This design comes from an exercise in tuning for small area, a short achievable clock period and few clock cycles per item on the open sky130 flow, not from production work. In this exercise RTL edits were held to simulation tests only and were not proved equivalent to the original. Power is estimated from default activity; no workload was simulated.

$ cat design/flow/design.v
package ex_pkg;
    localparam int unsigned XLEN          = 32;
    localparam int unsigned TRANS_ID_BITS = 3;
    typedef enum logic [3:0] {
        ADD = 4'd0,
        SUB = 4'd1,
        AND = 4'd2,
        OR  = 4'd3,
        XOR = 4'd4,
        SLL = 4'd5,
        SRL = 4'd6,
        SLT = 4'd7,
        MUL = 4'd8
    } fu_op_e;
    typedef struct packed {
        fu_op_e                   operator;
        logic [TRANS_ID_BITS-1:0] trans_id;
        logic [XLEN-1:0]          operand_a;
        logic [XLEN-1:0]          operand_b;
    } fu_data_t;
    typedef struct packed {
        logic [TRANS_ID_BITS-1:0] trans_id;
        logic [XLEN-1:0]          result;
    } wb_data_t;
endpackage
`timescale 1ns/1ps
module issue_dispatch #(
    parameter int unsigned NUM_LANES = 4
) (
    input  logic                 clk_i,
    input  logic                 rst_ni,
    input  logic                 issue_req_i,
    input  ex_pkg::fu_data_t     issue_data_i,
    output logic                 issue_ack_o,
    input  logic [NUM_LANES-1:0] lane_busy_i,
    output logic [NUM_LANES-1:0] lane_start_o,
    output ex_pkg::fu_data_t     lane_data_o
);
    localparam int unsigned LANE_W = (NUM_LANES > 1) ? $clog2(NUM_LANES) : 1;
    typedef enum logic [1:0] {
        IDLE,
        ACK,
        WAIT_LOW
    } disp_state_e;
    disp_state_e       state_q;
    logic              free_found;
    logic [LANE_W-1:0] free_idx;
    logic              take;
    always_comb begin
        free_found = 1'b0;
        free_idx   = '0;
        for (int i = NUM_LANES - 1; i >= 0; i--) begin
            if (!lane_busy_i[i]) begin
                free_found = 1'b1;
                free_idx   = LANE_W'(i);
            end
        end
    end
    assign take = (state_q == IDLE) && issue_req_i && free_found;
    always_ff @(posedge clk_i or negedge rst_ni) begin
        if (!rst_ni) begin
            state_q      <= IDLE;
            issue_ack_o  <= 1'b0;
            lane_start_o <= '0;
        end else begin
            lane_start_o <= '0;
            case (state_q)
                IDLE: begin
                    if (take) begin
                        issue_ack_o            <= 1'b1;
                        lane_start_o[free_idx] <= 1'b1;
                        state_q                <= ACK;
                    end
                end
                ACK: begin
                    if (!issue_req_i) begin
                        issue_ack_o <= 1'b0;
                        state_q     <= IDLE;
                    end else begin
                        state_q <= WAIT_LOW;
                    end
                end
                WAIT_LOW: begin
                    if (!issue_req_i) begin
                        issue_ack_o <= 1'b0;
                        state_q     <= IDLE;
                    end
                end
                default: state_q <= IDLE;
            endcase
        end
    end
    always_ff @(posedge clk_i) begin
        if (take) begin
            lane_data_o <= issue_data_i;
        end
    end
endmodule
`timescale 1ns/1ps
module exec_lane (
    input  logic             clk_i,
    input  logic             rst_ni,
    input  logic             start_i,
    input  ex_pkg::fu_data_t op_i,
    input  logic             release_i,
    output logic             busy_o,
    output logic             done_o,
    output ex_pkg::wb_data_t result_o
);
    localparam int unsigned CNT_W = $clog2(ex_pkg::XLEN);
    typedef enum logic [1:0] {
        IDLE,
        MUL_RUN,
        DONE
    } lane_state_e;
    lane_state_e      state_q;
    logic [CNT_W-1:0] cnt_q;
    logic [ex_pkg::XLEN-1:0]  mcand_q;
    logic [ex_pkg::XLEN-1:0]  mplier_q;
    ex_pkg::wb_data_t         res_q;
    logic [ex_pkg::XLEN-1:0]  alu_result;
    logic [ex_pkg::XLEN-1:0]  mul_term;
    logic [CNT_W-1:0] shamt;
    logic             take;
    logic             is_mul;
    assign take   = (state_q == IDLE) && start_i;
    assign is_mul = (op_i.operator == ex_pkg::MUL);
    assign shamt  = op_i.operand_b[CNT_W-1:0];
    always_comb begin
        case (op_i.operator)
            ex_pkg::ADD:     alu_result = op_i.operand_a + op_i.operand_b;
            ex_pkg::SUB:     alu_result = op_i.operand_a - op_i.operand_b;
            ex_pkg::AND:     alu_result = op_i.operand_a & op_i.operand_b;
            ex_pkg::OR:      alu_result = op_i.operand_a | op_i.operand_b;
            ex_pkg::XOR:     alu_result = op_i.operand_a ^ op_i.operand_b;
            ex_pkg::SLL:     alu_result = op_i.operand_a << shamt;
            ex_pkg::SRL:     alu_result = op_i.operand_a >> shamt;
            ex_pkg::SLT: begin
                alu_result = {{(ex_pkg::XLEN-1){1'b0}},
                              $signed(op_i.operand_a) < $signed(op_i.operand_b)};
            end
            default: alu_result = '0;
        endcase
    end
    assign mul_term = mplier_q[0] ? mcand_q : '0;
    always_ff @(posedge clk_i or negedge rst_ni) begin
        if (!rst_ni) begin
            state_q <= IDLE;
            cnt_q   <= '0;
        end else begin
            case (state_q)
                IDLE: begin
                    if (take && is_mul) begin
                        cnt_q   <= CNT_W'(ex_pkg::XLEN - 2);
                        state_q <= MUL_RUN;
                    end else if (take) begin
                        state_q <= DONE;
                    end
                end
                MUL_RUN: begin
                    cnt_q <= cnt_q - 1'b1;
                    if (cnt_q == '0) begin
                        state_q <= DONE;
                    end
                end
                DONE: begin
                    if (release_i) begin
                        state_q <= IDLE;
                    end
                end
                default: state_q <= IDLE;
            endcase
        end
    end
    always_ff @(posedge clk_i) begin
        if (take) begin
            res_q.trans_id <= op_i.trans_id;
            if (is_mul) begin
                res_q.result <= op_i.operand_b[0] ? op_i.operand_a : '0;
                mcand_q      <= op_i.operand_a << 1;
                mplier_q     <= op_i.operand_b >> 1;
            end else begin
                res_q.result <= alu_result;
            end
        end else if (state_q == MUL_RUN) begin
            res_q.result <= res_q.result + mul_term;
            mcand_q      <= mcand_q << 1;
            mplier_q     <= mplier_q >> 1;
        end
    end
    assign busy_o   = (state_q != IDLE);
    assign done_o   = (state_q == DONE);
    assign result_o = res_q;
endmodule
`timescale 1ns/1ps
module wb_arbiter #(
    parameter int unsigned NUM_LANES = 4
) (
    input  logic                             clk_i,
    input  logic                             rst_ni,
    input  logic [NUM_LANES-1:0]             lane_done_i,
    input  logic [NUM_LANES-1:0][34:0]       lane_result_i,
    output logic [NUM_LANES-1:0]             lane_release_o,
    output logic                             wb_req_o,
    output ex_pkg::wb_data_t                 wb_data_o,
    input  logic                             wb_ack_i
);
    localparam int unsigned LANE_W = (NUM_LANES > 1) ? $clog2(NUM_LANES) : 1;
    typedef enum logic [1:0] {
        WB_IDLE,
        WB_REQ,
        WB_ACK_LOW
    } wb_state_e;
    wb_state_e         state_q;
    logic [LANE_W-1:0] last_q;
    logic              pick_valid;
    logic [LANE_W-1:0] pick_idx;
    logic              grant;
    always_comb begin
        int unsigned cand;
        pick_valid = 1'b0;
        pick_idx   = '0;
        for (int unsigned i = 1; i <= NUM_LANES; i++) begin
            cand = (int'(last_q) + i) % NUM_LANES;
            if (!pick_valid && lane_done_i[cand]) begin
                pick_valid = 1'b1;
                pick_idx   = LANE_W'(cand);
            end
        end
    end
    assign grant = (state_q == WB_IDLE) && !wb_req_o && !wb_ack_i && pick_valid;
    always_ff @(posedge clk_i or negedge rst_ni) begin
        if (!rst_ni) begin
            state_q        <= WB_IDLE;
            wb_req_o       <= 1'b0;
            lane_release_o <= '0;
            last_q         <= LANE_W'(NUM_LANES - 1);
        end else begin
            lane_release_o <= '0;
            case (state_q)
                WB_IDLE: begin
                    if (grant) begin
                        wb_req_o <= 1'b1;
                        last_q   <= pick_idx;
                        state_q  <= WB_REQ;
                    end
                end
                WB_REQ: begin
                    if (wb_ack_i) begin
                        wb_req_o               <= 1'b0;
                        lane_release_o[last_q] <= 1'b1;
                        state_q                <= WB_ACK_LOW;
                    end
                end
                WB_ACK_LOW: begin
                    if (!wb_ack_i) begin
                        state_q <= WB_IDLE;
                    end
                end
                default: state_q <= WB_IDLE;
            endcase
        end
    end
    always_ff @(posedge clk_i) begin
        if (grant) begin
            wb_data_o <= lane_result_i[pick_idx];
        end
    end
endmodule
`timescale 1ns/1ps
module ex_stage #(
    parameter int unsigned NUM_LANES = 4
) (
    input  logic        clk_i,
    input  logic        rst_ni,
    input  logic        issue_req_i,
    input  logic [70:0] issue_data_i,
    output logic        issue_ack_o,
    output logic        wb_req_o,
    output logic [34:0] wb_data_o,
    input  logic        wb_ack_i
);
    logic [NUM_LANES-1:0]     lane_busy;
    logic [NUM_LANES-1:0]     lane_start;
    logic [NUM_LANES-1:0]     lane_done;
    logic [NUM_LANES-1:0]     lane_release;
    ex_pkg::fu_data_t                 issue_data;
    ex_pkg::fu_data_t                 lane_data;
    logic [NUM_LANES-1:0][34:0]       lane_result;
    ex_pkg::wb_data_t                 wb_data;
    assign issue_data = ex_pkg::fu_data_t'(issue_data_i);
    assign wb_data_o  = wb_data;
    issue_dispatch #(
        .NUM_LANES ( NUM_LANES )
    ) dispatch_i (
        .clk_i,
        .rst_ni,
        .issue_req_i,
        .issue_data_i ( issue_data ),
        .issue_ack_o,
        .lane_busy_i  ( lane_busy  ),
        .lane_start_o ( lane_start ),
        .lane_data_o  ( lane_data  )
    );
    for (genvar g = 0; g < NUM_LANES; g++) begin : gen_lane
        exec_lane lane_i (
            .clk_i,
            .rst_ni,
            .start_i   ( lane_start[g]   ),
            .op_i      ( lane_data       ),
            .release_i ( lane_release[g] ),
            .busy_o    ( lane_busy[g]    ),
            .done_o    ( lane_done[g]    ),
            .result_o  ( lane_result[g]  )
        );
    end
    wb_arbiter #(
        .NUM_LANES ( NUM_LANES )
    ) arbiter_i (
        .clk_i,
        .rst_ni,
        .lane_done_i    ( lane_done    ),
        .lane_result_i  ( lane_result  ),
        .lane_release_o ( lane_release ),
        .wb_req_o,
        .wb_data_o      ( wb_data      ),
        .wb_ack_i
    );
endmodule
$ cat design/flow/constraint.sdc
create_clock -name core_clock -period 5.5 [get_ports {clk_i}]
set_input_delay 1.1000 -clock core_clock [delete_from_list [all_inputs] [get_ports {clk_i}]]
set_output_delay 1.1000 -clock core_clock [all_outputs]
set_load 0.01 [all_outputs]
$ cat design/flow/run.sh
#!/bin/bash
# synth_recipe.tcl (not shown) runs the flow's synth.tcl, then flattens the netlist and writes it again
# the make line also repeats each setting of config.mk as NAME=value (left out here)
make -C /OpenROAD-flow-scripts/flow DESIGN_CONFIG=/design/flow/config.mk WORK_HOME=/design/flow/orfs CLKGATE_MAP_FILE= SYNTH_SCRIPT=/design/flow/synth_recipe.tcl finish
$ cat design/flow/config.mk
export PLATFORM = sky130hd
export DESIGN_NAME = ex_stage
export DESIGN_NICKNAME = ex_stage
export VERILOG_FILES = /design/flow/design.v
export SDC_FILE = /design/flow/constraint.sdc
export NUM_CORES = 4
export LEC_CHECK = 0
export CAP_MARGIN = 20
export CORE_MARGIN = 2
export CORE_UTILIZATION = 40
export SLEW_MARGIN = 20
==> run notes <==
sequential cells by signal, indices dropped and copies added, names as in the netlist:
| name | cells |
|---|---|
| arbiter_i.lane_release_o | 4 |
| gen_lane.lane_i.state_q | 8 |
| dispatch_i.lane_start_o | 4 |
| dispatch_i.lane_data_o | 71 |
| gen_lane.lane_i.cnt_q | 20 |
| dispatch_i.state_q | 2 |
| dispatch_i.issue_ack_o | 1 |
| gen_lane.lane_i.mplier_q | 124 |
| gen_lane.lane_i.mcand_q | 124 |
| arbiter_i.last_q | 2 |
| arbiter_i.state_q | 2 |
| arbiter_i.wb_req_o | 1 |
| gen_lane.lane_i.res_q | 140 |
| arbiter_i.wb_data_o | 35 |
placed cells by master (no fill, tap or decap), drive strengths merged, types with 37 or more instances in the layout:
| cell | Yosys | routed |
|---|---|---|
| nor2 | 265 | 265 |
| buf | 50 | 82 |
| dfrtp | 42 | 42 |
| a21o | 74 | 74 |
| nor3 | 58 | 58 |
| xnor2 | 70 | 70 |
| nand2 | 482 | 482 |
| nand2b | 38 | 38 |
| clkdlybuf4s50 | 0 | 110 |
| a211oi | 89 | 89 |
| nor2b | 55 | 55 |
| o211ai | 37 | 37 |
| edfxtp | 494 | 494 |
| clkbuf | 172 | 71 |
| mux2i | 98 | 98 |
| inv | 159 | 159 |
| and2 | 141 | 141 |
| ha | 250 | 250 |
| a21oi | 302 | 302 |
| o21ai | 458 | 458 |
| xor2 | 40 | 40 |
| nand3 | 40 | 40 |
per-stage QoR:
stage / hold slack (ps) / cell area, um^2 / std cells
floorplan: 413 / 37200 / 3914
global placement: 429 / 39800 / 5127
detailed placement: 421 / 39800 / 5127
CTS: 424 / 41900 / 5240
global route: 439 / 41900 / 5240
finish: 419 / 41900 / 5241
power groups by stage:
stage | registers, W | logic (W) | clock network, W
3_5_place_dp | 0.00567 | 0.00791 | 0
6_report | 0.00560 | 0.00808 | 0.00423
3_3_place_gp | 0.00566 | 0.00792 | 0
2_1_floorplan | 0.00559 | 0.00480 | 0
5_1_grt | 0.00564 | 0.00862 | 0.00447
4_1_cts | 0.00559 | 0.00793 | 0.00433
how the worst max path moves through the flow:
stage,startpoint,to,slack [ps],depth (start not counted)
floorplan,dispatch_i.lane_data_o[1],gen_lane[2].lane_i.res_q[30],1250,16
global placement,gen_lane[2].lane_i.mplier_q[0],gen_lane[2].lane_i.res_q[28],1070,12
detailed placement,gen_lane[0].lane_i.mplier_q[0],gen_lane[0].lane_i.res_q[31],1090,14
CTS,dispatch_i.lane_data_o[4],gen_lane[3].lane_i.res_q[23],1100,12
global route,gen_lane[0].lane_i.mplier_q[0],gen_lane[0].lane_i.res_q[31],730,14
finish,dispatch_i.lane_data_o[4],gen_lane[3].lane_i.res_q[23],900,12
synth_stat cells (all sizes together) (40+ instances only):
library cell and number:
inv 159, xor2 40, buf 50, edfxtp 494, mux2i 98, xnor2 70, and2 141, a21oi 302
a211oi 89, nor3 58, ha 250, nor2b 55, nor2 265, nand2 482, clkbuf 172, dfrtp 42
o21ai 458, nand3 40, a21o 74
cell families (layout without fill, tap and decap cells):
kind of cell | count (synthesis) | after routing | synth area share (%)
AOI/OAI and AO/OA | 1291 | 1291 | 21.7
xor gates and xnor gates | 110 | 110 | 2.59
adders and majority gates | 256 | 256 | 8.73
buffers and inverters | 384 | 467 | 4.03
DFF | 538 | 538 | 42.8
muxes | 153 | 153 | 5.39
other | 0 | 1 | 0
and+or+nand+nor | 1182 | 1182 | 14.7
per-layer routing:
metal	GRT usage, %	wire length [um]
met5	0	12
met4	11.5	6150
met3	4.04	9250
met2	40.6	56000
met1	36.1	55900
layout make-up:
cell class / instances / share of cell area, %
timing repair buffer: 192 / 4.25
clock inverter: 42 / 1.17
multi-input combinational: 2992 / 47.6
sequential: 538 / 38.1
antenna: 1 / 0.00598
inverter: 162 / 1.46
clock buffer: 71 / 3.74
tap: 1243 / 3.72
worst register-to-register path, stage by stage (launching register included):
cell	delay, ps
edfxtp_1	470
clkinv_1	330
ha_1	510
a2111o_1	420
a21oi_2	230
o21ai_1	190
a211oi_1	320
o211ai_1	350
nand2_1	160
nand2_1	80
a221o_1	380
a21oi_1	720
a22oi_1	150
==> metrics.cfg <==
[outcome]
run_status=finished clean

[detailed_routing]
detail_route.drc_violations=0
routed_wirelength_mm=127
detailed_routing_iteration_count_for_the_pre_antenna_repair_pass=6
vias_per_cell=5.98
dr.first_iter.drc_count=3175
routed-via-count=31400
avgRoutedWirePerCell_um=24.3
drtAntennaViolNets=0

[worst_setup_path]
worst-endpoint-required_ps=5850
reg2reg_slack_ps=900
critical-path-max-stage-delay_ps=720
cp_common_cell=nand2_1
worst_r2r_startpoint=dispatch_i.lane_data_o[4]
critPathLaunchType=flip-flop
timing.critical_path.to_type=flip-flop
critPathTopFamily=compound AO/OA/AOI/OAI gates
worst_r2r_endpoint=gen_lane[3].lane_i.res_q[23]
critical_path.n_buffers_inverters=1
cp_data_arrival_time_ps=4950
critical_path.slowest_cell=a21oi_1
crit_path_max_fanout=10
worst_r2r_path_depth=12
path_class=flip-flop to flip-flop
cp_cell_sequence=clkinv_1, ha_1, a2111o_1, a21oi_2, o21ai_1, a211oi_1, o211ai_1, nand2_1, nand2_1, a221o_1, a21oi_1, a22oi_1

[yosys]
synthTopCellsByArea=edfxtp_1, ha_1, o21ai_0, nand2_1, a21oi_1
synth_nets=4245
synth_area_um2=37200
cells_after_synthesis=3914
synth-async-reset-ratio_pct=8.18
seq_area_frac_synth_pct=42.8
post_synth.cell_area_avg_um2=9.51
synth.top_cell.area_share_pct=39.9
ys.flop_type=edfxtp_1
count_of_flip_flops_with_a_built_in_enable_after_synthesis=494
ys_ff_latch=538
yosys_warnings=3
synth_top_cell_by_area=edfxtp_1
synth_cell_types=100

[grt]
grt_max_degree=151
grt_first_pass_wirelength_mm=190
antenna_found_initial=2
via_count_of_the_first_global_routing_pass=29800
grt_remaining_overflow=0
globalRouteTotalUtil_pct=26.2

[sta]
worst_slack_ps=905
final_period_minus_worst_setup_slack_ps=4600
timing.clock.skew_ps=49.6
final-max-slew-violation-count=0
relSlewSlack_pct=27.7
rsz_0062_raised_after_global_routing=false
setup-tns-final_ps=0
clock.fmax_mhz=218
final_setup_violating_endpoints=0
min_period_over_period_pct=83.6
final_hold_viol_count=0
worstMarginPinSlew_ps=1080

[power]
switching_share_pct=42.8
internal_power_w=0.0102
p_leak_nw=16.7
power.switching_w=0.00766
clock_power_share_pct=23.6
vdd_ir_drop_max_mv=0.602
p_comb_share_pct=45.1
post-layout-total-power_w=0.0179
power_density_nw_per_um2=428
seq_power_share_pct=31.3

[floorplanning]
num_io_pins=112
chipWidth_um=309
total_die_area_um2=95500
initial_utilization_pct=40.5
num_rows=111
floorplan.core_area_um2=91900
chipHeight_um=309

[cts]
cts_root_buf=clkbuf_16
cts_max_level=2
worst_setup_hold_path_clk_slew_ps=60
clock_sink_count=538
post_cts_gate_resize_count=0
cts.repair_timing.setup_buffer_count=0
cts_buffer_depth=3
cts_tree=yes
clkLatencyLatePin_ps=680
cts_inserted_buffers=61
hold_buffers=0

[final_layout]
core_utilization_of_the_finished_layout_pct=45.5
layout.area.seq_um2=15900
post_route_cells_drive_above_1_share_pct=7.21
num-nets-final=4278
nFillCells=8892
multi_input_area_um2=19900
area.growth.synth_to_final_pct=12.5

[flow_run]
drv.max_cap_violation_count=0

[min_path]
hold_path_class=input pin to asynchronous set/reset pin

[placed_design]
hpwl_mm=93.4
gp_congestion=1.00
portBuffers=111
placement_stage_worst_setup_slack_ps=1090

Testbench counts, summed over its fixed seeds: cycles 9,243, ops 2,400.

[separate check: timing with driven ports]
The results above use ideal ports. As a check the final layout listed here was re-extracted and re-timed, cells and wires unchanged.
Step 1 (the two cells are an assumption about what drives the block):
set clk [get_ports {clk_i}]
set_driving_cell -lib_cell sky130_fd_sc_hd__clkbuf_16 $clk
set_driving_cell -lib_cell sky130_fd_sc_hd__buf_2 [delete_from_list [all_inputs] $clk]
Step 2 also shifts input and output timing later by t, the mid clock arrival at the registers, as if the neighbouring blocks saw the same clock.
a / b / c = ideal / step 1 / step 2; a / b = the first two.
shift t [ns]: 0.724
setup WS [ns]: 0.905 / 0.905 / 0.905
worst slew at a driven data input, ns: 0.08
After both steps setup and hold are still met in this run. For this run, drivers alone change the setup slack by 0.000 ns; drivers and shift together by 0.000 ns.
